Context: an optimization exercise on an open-source flow, tuned for small area, a short achievable clock period and few clock cycles per item. The choices shown serve that exercise and are no tape-out recipe.
Function was checked by simulation only, so behaviour that the tests miss may differ from the original.
Power figures rest on the tool's default switching activity, not on a simulated workload.

P:
## multichannel_to_mono_pcm16_unit
module multichannel_to_mono_pcm16_unit (
    input  wire         i_clk,
    input  wire         i_rst_n,
    input  wire         i_cfg_we,
    input  wire [0:0]   i_cfg_index,
    input  wire [3:0]   i_cfg_data,
    input  wire         i_in_valid,
    output logic        o_in_ready,
    input  wire  [31:0] i_sample_bits,
    input  wire         i_silent,
    input  wire         i_packet_last,
    output logic        o_out_valid,
    input  wire         i_out_ready,
    output logic signed [15:0] o_mono_sample,
    output logic        o_packet_end
);
==> flow/config.mk <==
export PLATFORM = sky130hd
export DESIGN_NAME = multichannel_to_mono_pcm16_unit
export DESIGN_NICKNAME = multichannel_to_mono_pcm16_unit
export VERILOG_FILES = /design/flow/design.v
export SDC_FILE = /design/flow/constraint.sdc
export NUM_CORES = 4
export LEC_CHECK = 0
export CAP_MARGIN = 20
export CORE_MARGIN = 2
export CORE_UTILIZATION = 60
export CTS_BUF_LIST = sky130_fd_sc_hd__clkbuf_4 sky130_fd_sc_hd__clkbuf_8
export SLEW_MARGIN = 20
==> flow/constraint.sdc <==
create_clock -name core_clock -period 10.0 [get_ports {i_clk}]
set_input_delay 2.0000 -clock core_clock [delete_from_list [all_inputs] [get_ports {i_clk}]]
set_output_delay 2.0000 -clock core_clock [all_outputs]
set_load 0.01 [all_outputs]
standard.sh (not shown) runs the stock make flow with config.mk's settings and CLKGATE_MAP_FILE= SYNTH_SCRIPT=/design/flow/synth_recipe.tcl, a recipe that flattens the netlist after the stock synthesis.
==> flow/flow/run.sh <==
#!/bin/bash
# The standard layout, with the port buffers made of buf_2 cells instead of the default
# delay buffer (every input and output port still gets its own buffer), and the timing
# repair aiming for 6.5 ns of setup slack at the design's clock period.
set -euo pipefail
bash standard.sh finish "BUFFER_PORTS_ARGS=-buffer_cell sky130_fd_sc_hd__buf_2" SETUP_SLACK_MARGIN=6.5 > standard_flow.log 2>&1
Looking at the reports, P completed the entire flow and the layout it produced met the timing, design-rule and antenna checks.
Testbench counts of P, summed over its fixed seeds: cycles 14,010, frames 3,072.
Modified inputs, Q compared to P
- removing CTS_BUF_LIST (formerly sky130_fd_sc_hd__clkbuf_4 sky130_fd_sc_hd__clkbuf_8)
- setting ABC_AREA to 1 for the first time
==> comparison <==
| total routing usage reported by global routing | Q vs P | 0.41 points lower |. Diff P -> Q: switching power climbed about 8%; number of multi-input combinational cells now sits higher; clock period minus final worst setup slack went down 460 ps. Q ended up with a higher setup slack than P did. Design area ends up lower on Q. For number of different library cells in the post-synthesis netlist, dividing the value from Q by the value from P gives 0.803. Looking at power across P and Q, the one that comes out higher is Q. Delta (Q minus P): post-synthesis area per instance -about 15%, clock network contribution to total cell area +1.4 points.
Here is what was changed in the inputs of R compared with Q.
- removing ABC_AREA (formerly 1)
- setting CTS_BUF_LIST to sky130_fd_sc_hd__clkbuf_4 sky130_fd_sc_hd__clkbuf_8 for the first time
==> flow/flow/run.sh <==
#!/bin/bash
# The standard layout, with the port buffers made of buf_2 cells instead of the default
# delay buffer (every input and output port still gets its own buffer), and the timing
# repair aiming for 6 ns of setup slack at the design's clock period.
set -euo pipefail
bash standard.sh finish "BUFFER_PORTS_ARGS=-buffer_cell sky130_fd_sc_hd__buf_2" SETUP_SLACK_MARGIN=6 > standard_flow.log 2>&1
[summary]
When R is measured against Q, its number of signal-net inverters in the final layout turns out 117 lower.
Compare Q and R | total wirelength of the detailed-routed design higher: Q
On R: total non-filler cell area in the finished layout is about 3% lower than what Q gave.
Compared with Q, R shows wire length of the first global-routing pass lower by 3.0 mm.
The fraction of power consumed by the clock network reported for R is smaller than that of Q by 3.6 points.
Diff Q -> R: hold slack went up by 8.8 ps, area overhead of the layout relative to synthesis saw a decrease, final total power decreased by about 7.5% relative to the old numbers, last weighted congestion value of the routability-driven placer shows a reduction of 3.5%.
Result: PASS for each of Q and R
Changes in S relative to R:
- putting ABC_AREA at 1 where nothing was set
==> flow/flow/run.sh <==
#!/bin/bash
# The standard layout, with the port buffers made of buf_2 cells instead of the default
# delay buffer (every input and output port still gets its own buffer), and the timing
# repair aiming for 6.6 ns of setup slack at the design's clock period.
set -euo pipefail
bash standard.sh finish "BUFFER_PORTS_ARGS=-buffer_cell sky130_fd_sc_hd__buf_2" SETUP_SLACK_MARGIN=6.6 > standard_flow.log 2>&1
--- outcome ---
- Relative to R, S degrades clock skew.
- The combinational family with the most area after synthesis comes out simple AND/OR/NAND/NOR gates in one run and compound AO/OA/AOI/OAI gates in the other, namely in S and R respectively.
- S does better than R on highest clock rate.
- S finished every stage and its layout cleared the timing, design-rule and antenna checks.
- Combinational power for S is higher than for R.
- When S is set beside R, its final core utilization turns out to be 1.9 points larger.
## Diff of input files: T against S
- CORE_UTILIZATION: 60 -> 50
==> flow/flow/run.sh <==
#!/bin/bash
# The standard layout, with the port buffers made of buf_2 cells instead of the default
# delay buffer (every input and output port still gets its own buffer), and the timing
# repair aiming for 6.5 ns of setup slack at the design's clock period.
set -euo pipefail
bash standard.sh finish "BUFFER_PORTS_ARGS=-buffer_cell sky130_fd_sc_hd__buf_2" SETUP_SLACK_MARGIN=6.5 > standard_flow.log 2>&1
==> results.txt <==
Between S and T, share of power burned in the clock network decreased.
Relative to S, the height of the chip of T is higher by about 9%.
Delta (T minus S): routed wire length went up by 650 um; buffer depth of the longest clock path has remained practically unchanged.
Relative to S, logic depth of the worst path, buffers included has gone down in T.

Another version of the RTL of multichannel_to_mono_pcm16_unit (not shown whole).
Size: roughly 1200 cells after synthesis, ~160 flip-flops.
clock: 10.0 ns
lec_check: 0
cap_margin: 20
core_margin: 2
core_utilization: 60
cts_buf_list: sky130_fd_sc_hd__clkbuf_4 sky130_fd_sc_hd__clkbuf_8
slew_margin: 20
==> flow/flow/run.sh <==
#!/bin/bash
# The standard layout, with the port buffers made of buf_2 cells instead of the default
# delay buffer (every input and output port still gets its own buffer), and the timing
# repair aiming for 6.5 ns of setup slack at the design's clock period.
set -euo pipefail
bash standard.sh finish "BUFFER_PORTS_ARGS=-buffer_cell sky130_fd_sc_hd__buf_2" SETUP_SLACK_MARGIN=6.5 > standard_flow.log 2>&1
The first run produced a clean layout.
Testbench counts at the start, summed over its fixed seeds: cycles 14,010, frames 3,072.
Rerun with:
==> flow/flow/run.sh (replaced) <==
#!/bin/bash
# The standard layout, with the port buffers made of buf_2 cells instead of the default
# delay buffer (every input and output port still gets its own buffer), and the timing
# repair aiming for 6 ns of setup slack at the design's clock period.
set -euo pipefail
bash standard.sh finish "BUFFER_PORTS_ARGS=-buffer_cell sky130_fd_sc_hd__buf_2" SETUP_SLACK_MARGIN=6 > standard_flow.log 2>&1
--- a/flow/config.mk
+++ b/flow/config.mk
@@ -8,5 +8,5 @@
 export CAP_MARGIN = 20
 export CORE_MARGIN = 2
-export CORE_UTILIZATION = 60
+export CORE_UTILIZATION = 70
 export CTS_BUF_LIST = sky130_fd_sc_hd__clkbuf_4 sky130_fd_sc_hd__clkbuf_8
 export SLEW_MARGIN = 20
The new run passed the timing, design-rule and antenna checks.
Setup slack loses 0.052 ns.
Worst hold slack degrades by 0.012 ns.
Cell area shrinks by 6.3%.
Final cell count decreases by 3.8%.
Sequential cell count does not change.
Sequential power hardly moves.
Via count decreases by 1.4%.
Rerun with:
==> flow/flow/run.sh (replaced) <==
#!/bin/bash
# The standard layout, with the port buffers made of buf_2 cells instead of the default
# delay buffer (every input and output port still gets its own buffer), and the timing
# repair aiming for 7 ns of setup slack at the design's clock period.
set -euo pipefail
bash standard.sh finish "BUFFER_PORTS_ARGS=-buffer_cell sky130_fd_sc_hd__buf_2" SETUP_SLACK_MARGIN=7 > standard_flow.log 2>&1
--- a/flow/config.mk
+++ b/flow/config.mk
@@ -8,5 +8,5 @@
 export CAP_MARGIN = 20
 export CORE_MARGIN = 2
-export CORE_UTILIZATION = 70
+export CORE_UTILIZATION = 60
 export CTS_BUF_LIST = sky130_fd_sc_hd__clkbuf_4 sky130_fd_sc_hd__clkbuf_8
 export SLEW_MARGIN = 20
Outcome: Utilization grows by 2.8 points; cell area rose by about a fifth; area after synthesis is unchanged; via count climbs by a little under a tenth; clock-buffer cell count stays the same.
Rerun with:
==> flow/flow/run.sh (replaced) <==
#!/bin/bash
# The standard layout, with the port buffers made of buf_2 cells instead of the default
# delay buffer: every input and output port still gets its own buffer.
set -euo pipefail
bash standard.sh finish "BUFFER_PORTS_ARGS=-buffer_cell sky130_fd_sc_hd__buf_2" > standard_flow.log 2>&1
Result:
- setup slack degrades by 0.61 ns
- cell area falls by 20%
- wire length goes down by 22%
- worst hold slack is worse by 0.026 ns
- area after synthesis stays the same
- power falls by 12%
- first-iteration DRC count goes down by 24%
- global-route usage shrinks by 4.0 points
- critical path depth went up by 11
- fmax drops by 13%
- non-clock buffer count falls by 99
Rerun with:
==> flow/flow/run.sh (replaced) <==
#!/bin/bash
# The standard layout, with the port buffers made of buf_2 cells instead of the default
# delay buffer (every input and output port still gets its own buffer), and the timing
# repair aiming for 6 ns of setup slack at the design's clock period.
set -euo pipefail
bash standard.sh finish "BUFFER_PORTS_ARGS=-buffer_cell sky130_fd_sc_hd__buf_2" SETUP_SLACK_MARGIN=6 > standard_flow.log 2>&1
After rerunning:
- design area came out higher by 2.8%
- cell count goes up by 1.7%
- utilization grows by 1.8 points
- area after synthesis is unchanged
- wire length rises by 1.2%
- setup slack is better by 0.63 ns
- first-iteration DRC count increases by 22%
- register-to-register slack improves by 0.68 ns
- sequential share of layout area shrinks by 0.88 points
Rerun with:
==> flow/flow/run.sh (replaced) <==
#!/bin/bash
# The standard layout, with the port buffers made of buf_2 cells instead of the default
# delay buffer: every input and output port still gets its own buffer.
set -euo pipefail
bash standard.sh finish "BUFFER_PORTS_ARGS=-buffer_cell sky130_fd_sc_hd__buf_2" > standard_flow.log 2>&1
--- a/flow/config.mk
+++ b/flow/config.mk
@@ -8,5 +8,6 @@
 export CAP_MARGIN = 20
 export CORE_MARGIN = 2
-export CORE_UTILIZATION = 60
+export CORE_UTILIZATION = 65
 export CTS_BUF_LIST = sky130_fd_sc_hd__clkbuf_4 sky130_fd_sc_hd__clkbuf_8
+export CTS_CLUSTER_SIZE = 30
 export SLEW_MARGIN = 20
- maximum frequency falls by 17%
- flip-flop and latch count stays the same
- count of clock-buffer cells in the layout does not change
- worst hold slack stays flat
- worst setup slack got worse by 0.81 ns
- total power falls by about 4.7%
- final cell count went down by about 2.3%

RTL: one of the versions met above, not the one the previous note started from.
Size: ~1500 cells after synthesis, ~160 flip-flops.
Settings: LEC_CHECK=0, ABC_AREA=1, CAP_MARGIN=20, CORE_MARGIN=2, CORE_UTILIZATION=60, CTS_BUF_LIST=sky130_fd_sc_hd__clkbuf_4 sky130_fd_sc_hd__clkbuf_8, SLEW_MARGIN=20; clock period 10.0 ns.
==> flow/flow/run.sh <==
#!/bin/bash
# The standard layout, with the port buffers made of buf_2 cells instead of the default
# delay buffer (every input and output port still gets its own buffer), and the timing
# repair aiming for 6.4 ns of setup slack at the design's clock period.
set -euo pipefail
bash standard.sh finish "BUFFER_PORTS_ARGS=-buffer_cell sky130_fd_sc_hd__buf_2" SETUP_SLACK_MARGIN=6.4 > standard_flow.log 2>&1
Testbench counts at the start, summed over its fixed seeds: cycles 14,010, frames 3,072.
Change:
==> flow/flow/run.sh (replaced) <==
#!/bin/bash
# The standard layout, with the port buffers made of buf_2 cells instead of the default
# delay buffer (every input and output port still gets its own buffer), and the timing
# repair aiming for 7 ns of setup slack at the design's clock period.
set -euo pipefail
bash standard.sh finish "BUFFER_PORTS_ARGS=-buffer_cell sky130_fd_sc_hd__buf_2" SETUP_SLACK_MARGIN=7 > standard_flow.log 2>&1
Result: The changed run ran to the end with no violations. Final cell count rises by 5.2%. Routed wire length is higher by 28%. Hold slack is worse by 31 ps. Register-to-register slack degrades by 80 ps.
Change:
==> flow/flow/run.sh (replaced) <==
#!/bin/bash
# The standard layout, with the port buffers made of buf_2 cells instead of the default
# delay buffer (every input and output port still gets its own buffer), and the timing
# repair aiming for 6.5 ns of setup slack at the design's clock period.
set -euo pipefail
bash standard.sh finish "BUFFER_PORTS_ARGS=-buffer_cell sky130_fd_sc_hd__buf_2" SETUP_SLACK_MARGIN=6.5 > standard_flow.log 2>&1
Settings changed: CORE_UTILIZATION 60 to 70.
- area after synthesis is unchanged
- sequential power hardly moves
- via count shrinks by 5.1%
- count of clock-buffer cells in the layout shrinks by 1
- hold slack is better by 7.2 ps
- first-iteration DRC count grows by 26%
- worst setup slack is worse by 250 ps
- global-route usage barely changes
- die area shrinks by 14%
- design area shrinks by 15%
- final cell count shrinks by 6.9%

RTL: one of the versions met above, not the one the previous note started from.
Size in the first run: roughly 63 I/O pins, about 11,000 µm² of cells after synthesis.
==> flow/design.v (excerpt) <==
module multichannel_to_mono_pcm16_unit (
    input  wire         i_clk,
    input  wire         i_rst_n,
    input  wire         i_cfg_we,
    input  wire [0:0]   i_cfg_index,
    input  wire [3:0]   i_cfg_data,
    input  wire         i_in_valid,
    output logic        o_in_ready,
    input  wire  [31:0] i_sample_bits,
    input  wire         i_silent,
    input  wire         i_packet_last,
    output logic        o_out_valid,
    input  wire         i_out_ready,
    output logic signed [15:0] o_mono_sample,
    output logic        o_packet_end
);
Settings: LEC_CHECK=0, CAP_MARGIN=20, CORE_MARGIN=2, CORE_UTILIZATION=60, CTS_BUF_LIST=sky130_fd_sc_hd__clkbuf_4 sky130_fd_sc_hd__clkbuf_8, GPL_TIMING_DRIVEN=1, SLEW_MARGIN=20; clock period 10.0 ns.
==> flow/flow/run.sh <==
#!/bin/bash
# The standard layout, with the port buffers made of buf_2 cells instead of the default
# delay buffer (every input and output port still gets its own buffer), and the timing
# repair aiming for 6 ns of setup slack at the design's clock period.
set -euo pipefail
bash standard.sh finish "BUFFER_PORTS_ARGS=-buffer_cell sky130_fd_sc_hd__buf_2" SETUP_SLACK_MARGIN=6 > standard_flow.log 2>&1
The baseline produced a clean layout.
Testbench counts at the start, summed over its fixed seeds: cycles 14,010, frames 3,072.
Edit:
Settings changed: ABC_AREA set to 1, GPL_TIMING_DRIVEN 1 to not set.
Final area drops by about 0.45%.
Synthesized cell count rose by 27%.
Clock-buffer cell count drops by 1.
Core utilization came out lower by 0.75 points.
Combinational power is higher by about 2%.

multichannel_to_mono_pcm16_unit, a different RTL version from the one above (not shown whole).
For scale: ~150 flip-flops, about 63 I/O pins, about 11000 um2 of cells after synthesis.
Design multichannel_to_mono_pcm16_unit, start of the top module:
module multichannel_to_mono_pcm16_unit (
    input  wire         i_clk,
    input  wire         i_rst_n,
    input  wire         i_cfg_we,
    input  wire [0:0]   i_cfg_index,
    input  wire [3:0]   i_cfg_data,
    input  wire         i_in_valid,
    output logic        o_in_ready,
    input  wire  [31:0] i_sample_bits,
    input  wire         i_silent,
    input  wire         i_packet_last,
    output logic        o_out_valid,
    input  wire         i_out_ready,
    output logic signed [15:0] o_mono_sample,
    output logic        o_packet_end
);
make LEC_CHECK=0 CAP_MARGIN=20 CORE_MARGIN=2 CORE_UTILIZATION=60 CTS_BUF_LIST='sky130_fd_sc_hd__clkbuf_4 sky130_fd_sc_hd__clkbuf_8' SLEW_MARGIN=20 finish   # period 10.0 ns
run.sh (not shown) runs the stock make flow with config.mk's settings and CLKGATE_MAP_FILE= SYNTH_SCRIPT=/design/flow/synth_recipe.tcl, a recipe that flattens the netlist after the stock synthesis.
Stock flow here: none of the scripts above is used.
The baseline produced a clean layout.
Testbench counts at the start, summed over its fixed seeds: cycles 14,010, frames 3,072.
Change:
Settings changed: CORE_UTILIZATION 60 to 40, CTS_BUF_LIST sky130_fd_sc_hd__clkbuf_4 sky130_fd_sc_hd__clkbuf_8 to default.
After rerunning: Worst setup slack is worse by 0.074 ns. Wire length increases by 4.9%. Cell area is higher by about 3.4%. Clock power grows by about 40%. Power is higher by about 13%. Core utilization shrinks by 21 points.
Change:
==> flow/flow/run.sh (new file) <==
#!/bin/bash
# The standard layout, with the port buffers made of buf_2 cells instead of the default
# delay buffer: every input and output port still gets its own buffer.
set -euo pipefail
bash standard.sh finish "BUFFER_PORTS_ARGS=-buffer_cell sky130_fd_sc_hd__buf_2" > standard_flow.log 2>&1
==> flow/standard.sh (new file) <==
#!/bin/bash
# synth_recipe.tcl (not shown) runs the flow's synth.tcl, then flattens the netlist and writes it again
# the make line also repeats each setting of config.mk as NAME=value (left out here)
make -C /OpenROAD-flow-scripts/flow DESIGN_CONFIG=/design/flow/config.mk WORK_HOME=/design/flow/orfs CLKGATE_MAP_FILE= SYNTH_SCRIPT=/design/flow/synth_recipe.tcl "${@:-finish}"
Settings changed: CORE_UTILIZATION 40 to 60, CTS_BUF_LIST from default to sky130_fd_sc_hd__clkbuf_4 sky130_fd_sc_hd__clkbuf_8.
removed: flow/run.sh
Global-route usage is higher by 9.2 points. Worst setup slack gains 0.11 ns. Die area is lower by 33%. Total power is lower by 12%. Hold slack gains 0.0090 ns. Clock-buffer cell count is higher by 4. Via count is higher by 0.32%. Wire length is lower by 3.9%. Area after synthesis does not change.

==> afterwards: timing with drivers on the ports <==
Ports are ideal in the flow. The routed layouts listed here were re-timed in OpenROAD.
Step 1: set_driving_cell puts a clkbuf_16 on i_clk and a buf_2 on each other input, an assumption about the parent block.
Step 2, shift: input delay + t, output delay - t, t = (earliest + latest rising clock arrival at the registers) / 2. This alone moves slack from input paths to output paths.
a / b / c = no drivers / after step 1 / after step 2; a / b = the first two.
| run | t, ns | slack for setup (ns) | worst setup path at the end | worst slew at a driven data input, ns | cell pins on the clock port's net |
|---|---|---|---|---|---|
| P | 0.490 | 6.128 / 6.128 / 5.828 | input to register | 0.14 | 1 |
| Q | 0.472 | 6.588 / 6.588 / 6.135 | input to register | 0.05 | 1 |
| R | 0.502 | 5.991 / 5.991 / 5.685 | input to register | 0.03 | 1 |
| S | 0.507 | 6.575 / 6.575 / 6.235 | input to register | 0.06 | 1 |
| T | 0.496 | 6.580 / 6.580 / 6.116 | input to register | 0.05 | 1 |
| the first run of note 2 | 0.500 | 6.116 / 6.072 / 6.043 | input to register | 0.06 | 1 |
| the second run of note 2 | 0.503 | 6.065 / 6.025 / 5.617 | input to register | 0.03 | 1 |
| the third run of note 2 | 0.512 | 6.083 / 6.036 / 5.893 | input to register | 0.25 | 1 |
| the fourth run of note 2 | 0.487 | 5.473 / 5.473 / 5.374 | input to register | 0.03 | 1 |
| the fifth run of note 2 | 0.492 | 6.104 / 6.060 / 5.735 | input to register | 0.04 | 1 |
| the sixth run of note 2 | 0.495 | 5.296 / 5.296 / 5.251 | input to register | 0.03 | 1 |
| the first run of note 3 | 0.495 | 6.495 / 6.497 / 6.002 | input to register | 0.04 | 1 |
| the second run of note 3 | 0.497 | 6.432 / 6.432 / 6.131 | input to register | 0.24 | 1 |
| the third run of note 3 | 0.508 | 6.183 / 6.183 / 6.134 | input to register | 0.05 | 1 |
| the first run of note 4 | 0.492 | 6.104 / 6.060 / 5.735 | input to register | 0.04 | 1 |
| the second run of note 4 | 0.482 | 6.141 / 6.103 / 5.784 | input to register | 0.03 | 1 |
| the first run of note 5 | 0.506 | 5.058 / 5.064 / 4.558 | input to register | 0.04 | 1 |
| the second run of note 5 | 0.476 | 4.984 / 4.984 / 4.914 | input to register | 0.04 | 1 |
| the third run of note 5 | 0.495 | 5.089 / 5.109 / 4.614 | input to register | 0.03 | 1 |
After both steps setup and hold are still met in every run listed. The setup slack of the first run of note 5, which loses most, moves by +0.006 ns with the drivers and by -0.500 ns with both steps.
